Background: an optimization exercise with open tools, aiming at small area and a short achievable clock period. Do not read the settings as production practice. In this exercise RTL edits were held to simulation tests only and were not proved equivalent to the original. No activity file was given, so power comes from the tool's default toggle rates. The flow treats the clock pin as an ideal source, which a real chip does not have.

==> flow/design.v (excerpt) <==
module xy_frame_sequencer
#(
   parameter int          DEPTH   = 64,
   parameter int          DWELL   = 2,
   parameter logic [15:0] TIMEOUT = 16'd50000
) (
   input  logic       clk,
   input  logic       reset,
   input  logic       enable,
   input  logic       step,
   input  logic       rx_valid,
   input  logic [7:0] rx_data,
   output logic [7:0] xdac,
   output logic [7:0] ydac,
   output logic       frame_start,
   output logic       loading,
   output logic       load_err
);
   logic       st_c_q, st_x_q, st_y_q, busy_q, err_q;
   logic [5:0] rem_q;           
   logic       last_q;          
   logic       fx_q;            
   logic [15:0] wd_q;           
   logic       hdr, cnt_ok, wr_en;
   logic       ld_done;
   logic [15:0] wdata;
   assign hdr     = (rx_data == dandy_pkg::HDR_BYTE);
   assign cnt_ok  = (rx_data != 8'd0) && (rx_data <= 8'd64);
   assign wr_en   = rx_valid && st_y_q;
   assign wdata   = {wd_q[15:8], rx_data};
   always_ff @(posedge clk)
      if (reset) begin
         st_c_q <= 1'b0;
         st_x_q <= 1'b0;
         st_y_q <= 1'b0;
         busy_q <= 1'b0;
         err_q  <= 1'b0;
      end else if (rx_valid) begin
         st_c_q <= !busy_q && hdr;
         st_x_q <= (st_c_q && cnt_ok) || (st_y_q && !last_q);
         st_y_q <= st_x_q;
         busy_q <= (!busy_q && hdr) || (st_c_q && cnt_ok) || st_x_q || (st_y_q && !last_q);
         if (st_c_q) err_q <= !cnt_ok;
      end
   always_ff @(posedge clk)
      if (rx_valid) begin
         if (st_c_q) begin
            rem_q  <= 6'(rx_data - 8'd1);
            last_q <= (rx_data == 8'd1);
            fx_q   <= 1'b1;
         end
         if (st_y_q) begin
            rem_q  <= rem_q - 6'd1;
            last_q <= (rem_q == 6'd1);
            fx_q   <= 1'b0;
         end
      end
   logic       one_q [2];
   logic [5:0] inc_q [2];
   logic       two   [2];
   logic [5:0] lidx  [2];       
   for (genvar b = 0; b < 2; b++) begin : g_shape
      assign two[b]  = !one_q[b] && (inc_q[b] == 6'd0);
  ...
For scale: roughly 2100 flip-flops, roughly 32 I/O pins, ~68000 um2 of cells after synthesis.
clock: 9.0 ns
lec_check: 0
cap_margin: 20
core_margin: 2
core_utilization: 62
place_density: 0.7
slew_margin: 20
standard.sh (not shown) runs the stock make flow with config.mk's settings and CLKGATE_MAP_FILE= SYNTH_SCRIPT=/design/flow/synth_recipe.tcl, a recipe that flattens the netlist after the stock synthesis.
==> flow/flow/run.sh <==
#!/bin/bash
# Standard ORFS layout (the standard.sh) with these changes:
#  - synthesis is the standard synthesis script, except that ABC maps the
#    logic with an area-oriented script (flow/area.abc); registers are not
#    touched by ABC, so they come out as in the standard synthesis;
#  - footprint matching off, so timing repair may resize the port buffers;
#  - port buffers start as buf_2 rather than a delay cell;
#  - setup repair aims at a tighter slack margin;
#  - CTS without dummy loads and with larger sink clusters.
set -euo pipefail
here=$(pwd)
export MY_ABC_SCRIPT=$here/flow/area.abc
{
  head -n 1 synth_recipe.tcl
  cat <<'TCL'
proc abc {args} {
  set i [lsearch -exact $args -script]
  if {$i >= 0} { lset args [expr {$i + 1}] $::env(MY_ABC_SCRIPT) }
  yosys abc {*}$args
}
TCL
  tail -n +2 synth_recipe.tcl
} > area_synth.tcl
bash standard.sh \
  SYNTH_SCRIPT=$here/area_synth.tcl \
  MATCH_CELL_FOOTPRINT=0 \
  SETUP_SLACK_MARGIN=6 \
  "BUFFER_PORTS_ARGS=-buffer_cell sky130_fd_sc_hd__buf_2" \
  "CTS_ARGS=-sink_clustering_enable -repair_clock_nets -sink_clustering_size 30 -sink_clustering_max_diameter 80 -buf_list sky130_fd_sc_hd__clkbuf_16 -dont_use_dummy_load" \
  finish > make_finish.log 2>&1
==> flow/flow/area.abc <==
strash
dch -f
amap
topo
Then changed:
--- a/flow/flow/run.sh
+++ b/flow/flow/run.sh
@@ -28,3 +28,3 @@
   "BUFFER_PORTS_ARGS=-buffer_cell sky130_fd_sc_hd__buf_2" \
-  "CTS_ARGS=-sink_clustering_enable -repair_clock_nets -sink_clustering_size 30 -sink_clustering_max_diameter 80 -buf_list sky130_fd_sc_hd__clkbuf_16 -dont_use_dummy_load" \
+  "CTS_ARGS=-sink_clustering_enable -repair_clock_nets -sink_clustering_size 20 -sink_clustering_max_diameter 60 -buf_list sky130_fd_sc_hd__clkbuf_8 -dont_use_dummy_load" \
   finish > make_finish.log 2>&1
Settings changed: CORE_UTILIZATION 62 to 55, PLACE_DENSITY 0.7 to not set.
- routed wire length goes up by 1.1%
- power fell by 1.3%
- count of clock-buffer cells in the layout rose by 56
- sequential cell count stays the same
- design area barely changes
- die area increases by 13%
Then changed:
--- a/flow/flow/run.sh
+++ b/flow/flow/run.sh
@@ -28,3 +28,3 @@
   "BUFFER_PORTS_ARGS=-buffer_cell sky130_fd_sc_hd__buf_2" \
-  "CTS_ARGS=-sink_clustering_enable -repair_clock_nets -sink_clustering_size 20 -sink_clustering_max_diameter 60 -buf_list sky130_fd_sc_hd__clkbuf_8 -dont_use_dummy_load" \
+  "CTS_ARGS=-sink_clustering_enable -repair_clock_nets -sink_clustering_size 30 -sink_clustering_max_diameter 80 -buf_list sky130_fd_sc_hd__clkbuf_16 -dont_use_dummy_load" \
   finish > make_finish.log 2>&1
Settings changed: CORE_UTILIZATION 55 to 68, PLACE_DENSITY set to 0.76.
Core utilization rose by 14 points.
Worst hold slack is better by 12 ps.
Via count goes down slightly.
Design area hardly moves.
Non-clock buffer count rose by 10.
Worst setup slack gets better by 87 ps.
Wire length grows slightly.
Synthesized area does not change.
Synthesized cell count stays the same.
Total power is higher slightly.
Sequential power barely changes.
Then changed:
Settings changed: CORE_UTILIZATION 68 to 55, PLACE_DENSITY 0.76 to not set, TNS_END_PERCENT set to 5.
Effect: Worst hold slack improves by 7.6 ps. Via count decreases by 1.2%. Die area is higher by 23%. Setup slack gets worse by 83 ps. Area after synthesis does not change. Count of clock-buffer cells in the layout went up by 4. Design area hardly moves. Fmax goes down by 2.6%. Routed wire length goes down by 2.8%.
Then changed:
Settings changed: CAP_MARGIN 20 to 0, SLEW_MARGIN 20 to 0, TNS_END_PERCENT 5 to not set.
Outcome: Maximum frequency went up by 4.7%. First-iteration DRC count goes down by 7.0%. Synthesized area stays the same. Power grows by 0.52%. Worst setup slack improves by 140 ps. Die area is unchanged. Routed wire length rises by 0.59%. Final cell count increases by 0.65%. Via count grows by 1.6%. Non-clock buffer count goes up by 29.
Then changed:
==> flow/flow/run.sh (replaced) <==
#!/bin/bash
# Standard ORFS layout (the standard.sh, standard synthesis unchanged) with
# a few layout knobs passed to make:
#  - footprint matching off, so timing repair may resize the port buffers;
#  - port buffers start as buf_2 rather than a delay cell;
#  - setup repair aims at a tighter slack margin;
#  - CTS without dummy loads and with larger sink clusters.
set -euo pipefail
bash standard.sh \
  MATCH_CELL_FOOTPRINT=0 \
  SETUP_SLACK_MARGIN=6 \
  "BUFFER_PORTS_ARGS=-buffer_cell sky130_fd_sc_hd__buf_2" \
  "CTS_ARGS=-sink_clustering_enable -repair_clock_nets -sink_clustering_size 30 -sink_clustering_max_diameter 80 -buf_list sky130_fd_sc_hd__clkbuf_16 -dont_use_dummy_load" \
  finish > make_finish.log 2>&1
Settings changed: CAP_MARGIN 0 to 20, SLEW_MARGIN 0 to 20.
removed: flow/flow/area.abc
After rerunning:
- final cell count is higher by 3.1%
- synthesized cell count is higher by 11%
- critical path depth stays the same
- setup slack gets worse by 9.3 ps
- utilization is lower by 1.0 points

==> static timing again, ports no longer ideal <==
Ports are ideal in the flow. The routed layouts listed here were re-timed in OpenROAD.
Step 1 assumes that a clkbuf_16 drives the clock port and a buf_2 every other input.
Step 2 moves the port delays by t, midway between the first and last clock arrival at a register: inputs arrive t later, outputs are due t later. That takes back most of the time a late clock gives input paths.
Slacks: no drivers / after step 1 / after step 2; pairs: no drivers / after step 1.
run | t (ns) | slack for setup (ns) | worst hold slack (ns)
the first run | 0.747 | 5.984 / 5.919 / 5.223 | 0.402 / 0.402 / 0.402
the second run | 0.879 | 5.850 / 5.784 / 5.183 | 0.375 / 0.375 / 0.375
the third run | 0.729 | 5.938 / 5.889 / 5.360 | 0.387 / 0.387 / 0.387
the fourth run | 0.736 | 5.855 / 5.785 / 5.204 | 0.395 / 0.395 / 0.395
the fifth run | 0.737 | 5.997 / 5.928 / 5.304 | 0.359 / 0.359 / 0.359
the sixth run | 0.767 | 5.988 / 5.916 / 5.258 | 0.375 / 0.375 / 0.375
After both steps every run listed still meets setup and hold. The setup slack of the first run, which loses most, moves by -0.065 ns with the drivers and by -0.761 ns with both steps.
